What follows belongs to an exercise in optimizing a design on an open flow for a short achievable clock period; a production flow would make more cautious choices.
Where RTL was checked, it was by simulation tests only, not by an equivalence proof against the original.
Power figures rest on the tool's default switching activity, not on a simulated workload.

== old ==
==> module br_predictor_btb, before the edit <==
module br_predictor_btb
#(
   parameter  int ENTRIES = 16,
   parameter  int HIST_W  = 4,
   localparam int IDX_W   = $clog2(ENTRIES)
) (
   input  logic              CLK,
   input  logic              nRST,
   input  logic [31:0]       lookup_pc,
   output logic              hit,
   output logic              predict,
   output logic [31:0]       pred_target,
   output logic [HIST_W-1:0] pred_hist,
   input  logic              pc_en,
   input  logic              upd_valid,
   input  logic [31:0]       upd_pc,
   input  logic              upd_taken,
   input  logic [31:0]       upd_target,
   input  logic              upd_pred,
   input  logic [HIST_W-1:0] upd_hist,
   output logic [31:0]       br_count,
   output logic [31:0]       mispred_count
);
   localparam int TAG_W = 32 - IDX_W - 2;    
   localparam int NGRP  = (TAG_W + 1 + 3) / 4;   
   logic [ENTRIES-1:0] valid;
   logic [TAG_W-1:0]   tags    [ENTRIES];
   logic [31:0]        targets [ENTRIES];
   logic [1:0]         ctr     [ENTRIES];
   logic [IDX_W-1:0]   l_idx, u_idx;
   logic [TAG_W-1:0]   l_tag, u_tag;
   logic               upd;
   assign l_idx = lookup_pc[IDX_W+1:2];
   assign l_tag = lookup_pc[31:IDX_W+2];
   assign u_idx = upd_pc[IDX_W+1:2];
   assign u_tag = upd_pc[31:IDX_W+2];
   assign upd = upd_valid & pc_en;
   logic [ENTRIES-1:0] l_en;       
   logic [ENTRIES-1:0] l_a, l_b;   
   always_comb begin
      for (int i = 0; i < ENTRIES; i++)
         l_en[i] = valid[i] && (l_idx == IDX_W'(i));
   end
   for (genvar i = 0; i < ENTRIES; i++) begin : g_lk
      logic [4*NGRP-1:0] e;       
      logic [NGRP-1:0]   n;
      for (genvar k = 0; k < TAG_W; k++) begin : g_x
         bp_xnor2 u_x (.a(l_tag[k]), .b(tags[i][k]), .y(e[k]));
      end
      assign e[TAG_W] = l_en[i];
      for (genvar g = 0; g < NGRP; g++) begin : g_n
         if (4*g + 3 <= TAG_W)
            bp_nand4 u_n (.a(e[4*g]), .b(e[4*g+1]), .c(e[4*g+2]), .d(e[4*g+3]), .y(n[g]));
         else
            bp_nand3 u_n (.a(e[4*g]), .b(e[4*g+1]), .c(e[4*g+2]), .y(n[g]));
      end
      bp_nor4 u_a (.a(n[0]), .b(n[1]), .c(n[2]), .d(n[3]), .y(l_a[i]));
      bp_nor3 u_b (.a(n[4]), .b(n[5]), .c(n[6]), .y(l_b[i]));
   end
   localparam int NCOPY = 4;
   logic [NCOPY-1:0] h0, h1;
   for (genvar c = 0; c < NCOPY; c++) begin : g_cp
      logic [ENTRIES/2-1:0] pair_n;   
      for (genvar p = 0; p < ENTRIES/2; p++) begin : g_pr
         bp_a22oi u_p (.a1(l_a[2*p]), .a2(l_b[2*p]), .b1(l_a[2*p+1]), .b2(l_b[2*p+1]),
                       .y(pair_n[p]));
      end
      bp_nand4 u_h0 (.a(pair_n[0]), .b(pair_n[1]), .c(pair_n[2]), .d(pair_n[3]), .y(h0[c]));
      bp_nand4 u_h1 (.a(pair_n[4]), .b(pair_n[5]), .c(pair_n[6]), .d(pair_n[7]), .y(h1[c]));
   end
   logic [31:0] l_tgt;
   logic [1:0]  l_ctr;
   assign l_tgt = targets[l_idx];
   assign l_ctr = ctr[l_idx];
   bp_or2  u_hitg (.a(h0[0]), .b(h1[0]), .y(hit));
   bp_o21a u_pred (.a1(h0[NCOPY-1]), .a2(h1[NCOPY-1]), .b(l_ctr[1]), .y(predict));
   for (genvar b = 0; b < 32; b++) begin : g_tg
      bp_o21a u_t (.a1(h0[b/(32/NCOPY)]), .a2(h1[b/(32/NCOPY)]), .b(l_tgt[b]), .y(pred_target[b]));
   end
   assign pred_hist = '0;
   logic [ENTRIES-1:0] u_sel, u_hit, u_alloc, u_tgt_we;
   always_comb begin
      for (int i = 0; i < ENTRIES; i++) begin
         u_sel[i]    = upd && (u_idx == IDX_W'(i));
         u_hit[i]    = valid[i] && (tags[i] == u_tag);
         u_alloc[i]  = u_sel[i] & ~u_hit[i];
         u_tgt_we[i] = u_sel[i] & (~u_hit[i] | upd_taken);
      end
   end
   always_ff @(posedge CLK or negedge nRST) begin
      if (!nRST) valid <= '0;
      else       valid <= valid | u_alloc;
   end
   always_ff @(posedge CLK) begin
      for (int i = 0; i < ENTRIES; i++) begin
         if (u_alloc[i])  tags[i]    <= u_tag;
         if (u_tgt_we[i]) targets[i] <= upd_target;
         if (u_sel[i]) begin
            if (!u_hit[i]) ctr[i] <= upd_taken ? bp_pkg::WEAK_T : bp_pkg::WEAK_NT;
            else           ctr[i] <= bp_pkg::sat_next(bp_pkg::counter_t'(ctr[i]), upd_taken);
         end
      end
   end
   logic unused_bits;
   assign unused_bits = ^{lookup_pc[1:0], upd_pc[1:0], upd_hist};
   always_ff @(posedge CLK or negedge nRST) begin
      if (!nRST) begin
         br_count      <= '0;
         mispred_count <= '0;
      end else if (upd) begin
         if (br_count != bp_pkg::STAT_MAX) br_count <= br_count + 32'd1;
         if ((upd_pred != upd_taken) && (mispred_count != bp_pkg::STAT_MAX))
            mispred_count <= mispred_count + 32'd1;
      end
   end
endmodule
Settings: LEC_CHECK=0, CAP_MARGIN=20, CORE_MARGIN=2, CORE_UTILIZATION=40, SETUP_SLACK_MARGIN=3.5, SLEW_MARGIN=20, SYNTH_HIERARCHICAL=1, TNS_END_PERCENT=10; clock period 7.0 ns.
run.sh (not shown) runs the stock make flow with config.mk's settings and CLKGATE_MAP_FILE= SYNTH_SCRIPT=/design/flow/synth_recipe.tcl, a recipe that flattens the netlist after the stock synthesis.
old went all the way through synthesis, placement and routing and the layout is clean on timing, DRC and antenna.
Here is what was changed in the inputs of new compared with old.
-- flow/design.v --
<<< old, line 83
   logic [ENTRIES-1:0] l_en;       
   logic [ENTRIES-1:0] l_a, l_b;   
   always_comb begin
      for (int i = 0; i < ENTRIES; i++)
>>> new, line 83
   logic [ENTRIES-1:0] l_en;       
   logic [ENTRIES-1:0] l_a, l_b;   
   logic [ENTRIES/2-1:0] l_pair_n;  
   logic               h0, h1;
   always_comb begin
      for (int i = 0; i < ENTRIES; i++)
<<< old, line 103
      bp_nor3 u_b (.a(n[4]), .b(n[5]), .c(n[6]), .y(l_b[i]));
   end
   localparam int NCOPY = 4;
   logic [NCOPY-1:0] h0, h1;
   for (genvar c = 0; c < NCOPY; c++) begin : g_cp
      logic [ENTRIES/2-1:0] pair_n;   
      for (genvar p = 0; p < ENTRIES/2; p++) begin : g_pr
         bp_a22oi u_p (.a1(l_a[2*p]), .a2(l_b[2*p]), .b1(l_a[2*p+1]), .b2(l_b[2*p+1]),
                       .y(pair_n[p]));
      end
      bp_nand4 u_h0 (.a(pair_n[0]), .b(pair_n[1]), .c(pair_n[2]), .d(pair_n[3]), .y(h0[c]));
      bp_nand4 u_h1 (.a(pair_n[4]), .b(pair_n[5]), .c(pair_n[6]), .d(pair_n[7]), .y(h1[c]));
   end
   logic [31:0] l_tgt;
   logic [1:0]  l_ctr;
   assign l_tgt = targets[l_idx];
   assign l_ctr = ctr[l_idx];
   bp_or2  u_hitg (.a(h0[0]), .b(h1[0]), .y(hit));
   bp_o21a u_pred (.a1(h0[NCOPY-1]), .a2(h1[NCOPY-1]), .b(l_ctr[1]), .y(predict));
   for (genvar b = 0; b < 32; b++) begin : g_tg
      bp_o21a u_t (.a1(h0[b/(32/NCOPY)]), .a2(h1[b/(32/NCOPY)]), .b(l_tgt[b]), .y(pred_target[b]));
   end
   assign pred_hist = '0;
>>> new, line 105
      bp_nor3 u_b (.a(n[4]), .b(n[5]), .c(n[6]), .y(l_b[i]));
   end
   for (genvar p = 0; p < ENTRIES/2; p++) begin : g_pr
      bp_a22oi u_p (.a1(l_a[2*p]), .a2(l_b[2*p]), .b1(l_a[2*p+1]), .b2(l_b[2*p+1]),
                    .y(l_pair_n[p]));
   end
   bp_nand4 u_h0 (.a(l_pair_n[0]), .b(l_pair_n[1]), .c(l_pair_n[2]), .d(l_pair_n[3]), .y(h0));
   bp_nand4 u_h1 (.a(l_pair_n[4]), .b(l_pair_n[5]), .c(l_pair_n[6]), .d(l_pair_n[7]), .y(h1));
   logic [31:0] l_tgt;
   logic [1:0]  l_ctr;
   assign l_tgt = targets[l_idx];
   assign l_ctr = ctr[l_idx];
   bp_or2  u_hitg  (.a(h0), .b(h1), .y(hit));
   bp_o21a u_pred (.a1(h0), .a2(h1), .b(l_ctr[1]), .y(predict));
   for (genvar b = 0; b < 32; b++) begin : g_tg
      bp_o21a u_t (.a1(h0), .a2(h1), .b(l_tgt[b]), .y(pred_target[b]));
   end
   assign pred_hist = '0;
Notes after the runs:
Relative to old, combinational group power decreased by about 3% in new.
new does worse than old on maximum clock frequency.
Of new and old, it is new that has the higher cell internal power dissipation.
Delta (new minus old): total power now sits higher; detailed-route wire length moved down; total standard cell area after synthesis went down; delay of the slowest cell on the worst path climbed 0.11 ns.
No run of this note included a check of the RTL's function; only the layout flow was run.


## run A
Another version of the RTL of br_predictor_btb (not shown whole).
Size in the first run: ~1000 flip-flops, roughly 0.049 mm² of cells after synthesis.
==> module br_predictor_btb, before the edit <==
module br_predictor_btb
#(
   parameter  int ENTRIES = 16,
   parameter  int HIST_W  = 4,
   localparam int IDX_W   = $clog2(ENTRIES)
) (
   input  logic              CLK,
   input  logic              nRST,
   input  logic [31:0]       lookup_pc,
   output logic              hit,
   output logic              predict,
   output logic [31:0]       pred_target,
   output logic [HIST_W-1:0] pred_hist,
   input  logic              pc_en,
   input  logic              upd_valid,
   input  logic [31:0]       upd_pc,
   input  logic              upd_taken,
   input  logic [31:0]       upd_target,
   input  logic              upd_pred,
   input  logic [HIST_W-1:0] upd_hist,
   output logic [31:0]       br_count,
   output logic [31:0]       mispred_count
);
   localparam int TAG_W = 32 - IDX_W - 2;    
   localparam int NGRP  = (TAG_W + 2 + 3) / 4;   
   logic [ENTRIES-1:0] valid;
   logic [TAG_W-1:0]   tags    [ENTRIES];
   logic [31:0]        targets [ENTRIES];
   logic [1:0]         ctr     [ENTRIES];
   logic [IDX_W-1:0]   l_idx, u_idx;
   logic [TAG_W-1:0]   l_tag, u_tag;
   logic               upd;
   assign l_idx = lookup_pc[IDX_W+1:2];
   assign l_tag = lookup_pc[31:IDX_W+2];
   assign u_idx = upd_pc[IDX_W+1:2];
   assign u_tag = upd_pc[31:IDX_W+2];
   assign upd = upd_valid & pc_en;
   logic [3:0]         l_dlo, l_dhi;
   logic [ENTRIES-1:0] l_vd;
   logic [ENTRIES-1:0] l_a, l_b;   
   bp_dec2 u_dlo (.a(l_idx[1:0]), .y(l_dlo));
   bp_dec2 u_dhi (.a(l_idx[3:2]), .y(l_dhi));
   for (genvar i = 0; i < ENTRIES; i++) begin : g_lk
      logic [4*NGRP-1:0] e;       
      logic [NGRP-1:0]   n;
      for (genvar k = 0; k < TAG_W; k++) begin : g_x
         bp_xnor2 u_x (.a(l_tag[k]), .b(tags[i][k]), .y(e[k]));
      end
      bp_and2 u_vd (.a(valid[i]), .b(l_dlo[i%4]), .y(l_vd[i]));
      assign e[TAG_W]   = l_vd[i];
      assign e[TAG_W+1] = l_dhi[i/4];
      for (genvar g = 0; g < NGRP; g++) begin : g_n
         bp_nand4 u_n (.a(e[4*g]), .b(e[4*g+1]), .c(e[4*g+2]), .d(e[4*g+3]), .y(n[g]));
      end
      bp_nor4 u_a (.a(n[0]), .b(n[1]), .c(n[2]), .d(n[3]), .y(l_a[i]));
      bp_nor3 u_b (.a(n[4]), .b(n[5]), .c(n[6]), .y(l_b[i]));
   end
   localparam int NCOPY = 4;
   logic [ENTRIES/2-1:0] pair_n;   
   logic [NCOPY-1:0]     h0, h1;
   for (genvar p = 0; p < ENTRIES/2; p++) begin : g_pr
      bp_a22oi u_p (.a1(l_a[2*p]), .a2(l_b[2*p]), .b1(l_a[2*p+1]), .b2(l_b[2*p+1]),
                    .y(pair_n[p]));
   end
   for (genvar c = 0; c < NCOPY; c++) begin : g_cp
      bp_nand4 u_h0 (.a(pair_n[0]), .b(pair_n[1]), .c(pair_n[2]), .d(pair_n[3]), .y(h0[c]));
      bp_nand4 u_h1 (.a(pair_n[4]), .b(pair_n[5]), .c(pair_n[6]), .d(pair_n[7]), .y(h1[c]));
   end
   logic [3:0]  m_dlo, m_dhi;
   logic [32:0] l_rd;    
   logic [31:0] l_tgt;
   logic [1:0]  l_ctr;
   bp_dec2 u_mlo (.a(l_idx[1:0]), .y(m_dlo));
   bp_dec2 u_mhi (.a(l_idx[3:2]), .y(m_dhi));
   for (genvar b = 0; b < 33; b++) begin : g_mx
      logic [ENTRIES-1:0] d;
      logic [3:0]         gv;
      logic [1:0]         y;
      for (genvar i = 0; i < ENTRIES; i++) begin : g_d
         assign d[i] = (b == 32) ? ctr[i][1] : targets[i][b];
      end
      for (genvar q = 0; q < 4; q++) begin : g_q
         logic [1:0] x;
         bp_a22oi u_x0 (.a1(m_dlo[0]), .a2(d[4*q]),   .b1(m_dlo[1]), .b2(d[4*q+1]), .y(x[0]));
         bp_a22oi u_x1 (.a1(m_dlo[2]), .a2(d[4*q+2]), .b1(m_dlo[3]), .b2(d[4*q+3]), .y(x[1]));
         bp_nand2 u_g  (.a(x[0]), .b(x[1]), .y(gv[q]));
      end
      bp_a22oi u_y0 (.a1(m_dhi[0]), .a2(gv[0]), .b1(m_dhi[1]), .b2(gv[1]), .y(y[0]));
      bp_a22oi u_y1 (.a1(m_dhi[2]), .a2(gv[2]), .b1(m_dhi[3]), .b2(gv[3]), .y(y[1]));
      bp_nand2 u_m  (.a(y[0]), .b(y[1]), .y(l_rd[b]));
   end
   assign l_tgt    = l_rd[31:0];
   assign l_ctr[1] = l_rd[32];
   assign l_ctr[0] = 1'b0;    
   bp_or2  u_hitg (.a(h0[0]), .b(h1[0]), .y(hit));
   bp_o21a u_pred (.a1(h0[NCOPY-1]), .a2(h1[NCOPY-1]), .b(l_ctr[1]), .y(predict));
   for (genvar b = 0; b < 32; b++) begin : g_tg
      bp_o21a u_t (.a1(h0[b/(32/NCOPY)]), .a2(h1[b/(32/NCOPY)]), .b(l_tgt[b]), .y(pred_target[b]));
   end
   assign pred_hist = '0;
   logic [ENTRIES-1:0] u_sel, u_hit, u_alloc, u_tgt_we;
   always_comb begin
      for (int i = 0; i < ENTRIES; i++) begin
         u_sel[i]    = upd && (u_idx == IDX_W'(i));
         u_hit[i]    = valid[i] && (tags[i] == u_tag);
         u_alloc[i]  = u_sel[i] & ~u_hit[i];
         u_tgt_we[i] = u_sel[i] & (~u_hit[i] | upd_taken);
      end
   end
   always_ff @(posedge CLK or negedge nRST) begin
      if (!nRST) valid <= '0;
      else       valid <= valid | u_alloc;
   end
   always_ff @(posedge CLK) begin
      for (int i = 0; i < ENTRIES; i++) begin
         if (u_alloc[i])  tags[i]    <= u_tag;
         if (u_tgt_we[i]) targets[i] <= upd_target;
         if (u_sel[i]) begin
            if (!u_hit[i]) ctr[i] <= upd_taken ? bp_pkg::WEAK_T : bp_pkg::WEAK_NT;
            else           ctr[i] <= bp_pkg::sat_next(bp_pkg::counter_t'(ctr[i]), upd_taken);
         end
      end
   end
   logic unused_bits;
   assign unused_bits = ^{lookup_pc[1:0], upd_pc[1:0], upd_hist};
   always_ff @(posedge CLK or negedge nRST) begin
      if (!nRST) begin
         br_count      <= '0;
         mispred_count <= '0;
      end else if (upd) begin
         if (br_count != bp_pkg::STAT_MAX) br_count <= br_count + 32'd1;
         if ((upd_pred != upd_taken) && (mispred_count != bp_pkg::STAT_MAX))
            mispred_count <= mispred_count + 32'd1;
      end
   end
endmodule
clock: 7.0 ns
lec_check: 0
cap_margin: 20
core_margin: 2
core_utilization: 40
setup_slack_margin: 3.5
slew_margin: 20
synth_hierarchical: 1
tns_end_percent: 10
standard.sh (not shown) runs the stock make flow with config.mk's settings and CLKGATE_MAP_FILE= SYNTH_SCRIPT=/design/flow/synth_recipe.tcl, a recipe that flattens the netlist after the stock synthesis.
==> flow/flow/run.sh <==
#!/bin/bash
# The standard layout with three changes:
#  - the data pins are placed on the top edge as flow/io.tcl says (read by
#    ORFS's floorplan step through IO_CONSTRAINTS);
#  - timing-driven global placement weights its critical nets harder;
#  - the delay cells (flow/dont_use.txt) are added to sky130hd's own don't-use
#    list (flow/platform_dont_use.txt), so repair sizes buffers on the lookup
#    path to real buffers instead of slow delay cells.
set -euo pipefail
cd "$(dirname "$0")/.."
DU="$(cat flow/platform_dont_use.txt flow/dont_use.txt | tr '\n' ' ')"
bash standard.sh "IO_CONSTRAINTS=$PWD/flow/io.tcl" \
  "GLOBAL_PLACEMENT_ARGS=-timing_driven_net_weight_max 8 -timing_driven_nets_percentage 15" \
  "DONT_USE_CELLS=$DU" \
  finish > standard.log 2>&1
Other scripts of this flow, unchanged in this note and not shown: flow/flow/dont_use.txt, flow/flow/io.tcl, flow/flow/platform_dont_use.txt
The inputs of run B differ from those of run A as listed below.
diff --git a/flow/design.v b/flow/design.v
--- a/flow/design.v
+++ b/flow/design.v
@@ -111,17 +111,17 @@
       end
       bp_nor4 u_a (.a(n[0]), .b(n[1]), .c(n[2]), .d(n[3]), .y(l_a[i]));
       bp_nor3 u_b (.a(n[4]), .b(n[5]), .c(n[6]), .y(l_b[i]));
    end
    localparam int NCOPY = 4;
-   logic [ENTRIES/2-1:0] pair_n;   
-   logic [NCOPY-1:0]     h0, h1;
-   for (genvar p = 0; p < ENTRIES/2; p++) begin : g_pr
-      bp_a22oi u_p (.a1(l_a[2*p]), .a2(l_b[2*p]), .b1(l_a[2*p+1]), .b2(l_b[2*p+1]),
-                    .y(pair_n[p]));
-   end
+   logic [NCOPY-1:0] h0, h1;
    for (genvar c = 0; c < NCOPY; c++) begin : g_cp
+      logic [ENTRIES/2-1:0] pair_n;   
+      for (genvar p = 0; p < ENTRIES/2; p++) begin : g_pr
+         bp_a22oi u_p (.a1(l_a[2*p]), .a2(l_b[2*p]), .b1(l_a[2*p+1]), .b2(l_b[2*p+1]),
+                       .y(pair_n[p]));
+      end
       bp_nand4 u_h0 (.a(pair_n[0]), .b(pair_n[1]), .c(pair_n[2]), .d(pair_n[3]), .y(h0[c]));
       bp_nand4 u_h1 (.a(pair_n[4]), .b(pair_n[5]), .c(pair_n[6]), .d(pair_n[7]), .y(h1[c]));
    end
    logic [3:0]  m_dlo, m_dhi;
    logic [32:0] l_rd;    
Findings:
Re count of buffers not belonging to the clock network in the layout: run B is about 3.7% up on run A. Summary of run B over run A: area of all placed cells without fillers now larger, combinational power comparable, wire length of the first global-routing pass now smaller, number of gates resized after CTS now smaller, layout overhead on the synthesized area now larger. Power: run B draws less than run A. When the final numbers for run B and run A were put side by side, the final cycle utilization of the critical path turned out to be greater in run A. Row final layout net count: run B higher / run A lower. Delta (run B minus run A): synthesized cell count increased about 0.7%; clock buffer count from CTS now larger. Relative to run A, fraction of met2 tracks used by global routing has gone down in run B.
Function not checked in run A: the RTL went through the layout flow alone.

## port drivers added, routing unchanged
The flow's constraints put no driver on any port. The routed layouts listed below were extracted and timed again, unchanged, in two steps. Step 1 assumes that a clkbuf_16 drives the clock port and a buf_2 every other input. Step 2, shift: input delay + t, output delay - t, t = (earliest + latest rising clock arrival at the registers) / 2. This alone moves slack from input paths to output paths. Three values: ideal ports, drivers, drivers and shift; two values: the first two.
run	t (ns)	slack for setup (ns)	hold WS [ns]
old	0.775	1.971 / 1.865 / 1.865	0.491 / 0.491 / 0.491
new	0.799	1.907 / 1.735 / 1.735	0.484 / 0.484 / 0.484
run A	0.778	2.224 / 2.166 / 2.129	0.490 / 0.490 / 0.490
run B	0.773	2.357 / 2.117 / 1.968	0.484 / 0.484 / 0.484
After both steps every run listed still meets setup and hold. The setup slack of run B, which loses most, moves by -0.240 ns with the drivers and by -0.389 ns with both steps.
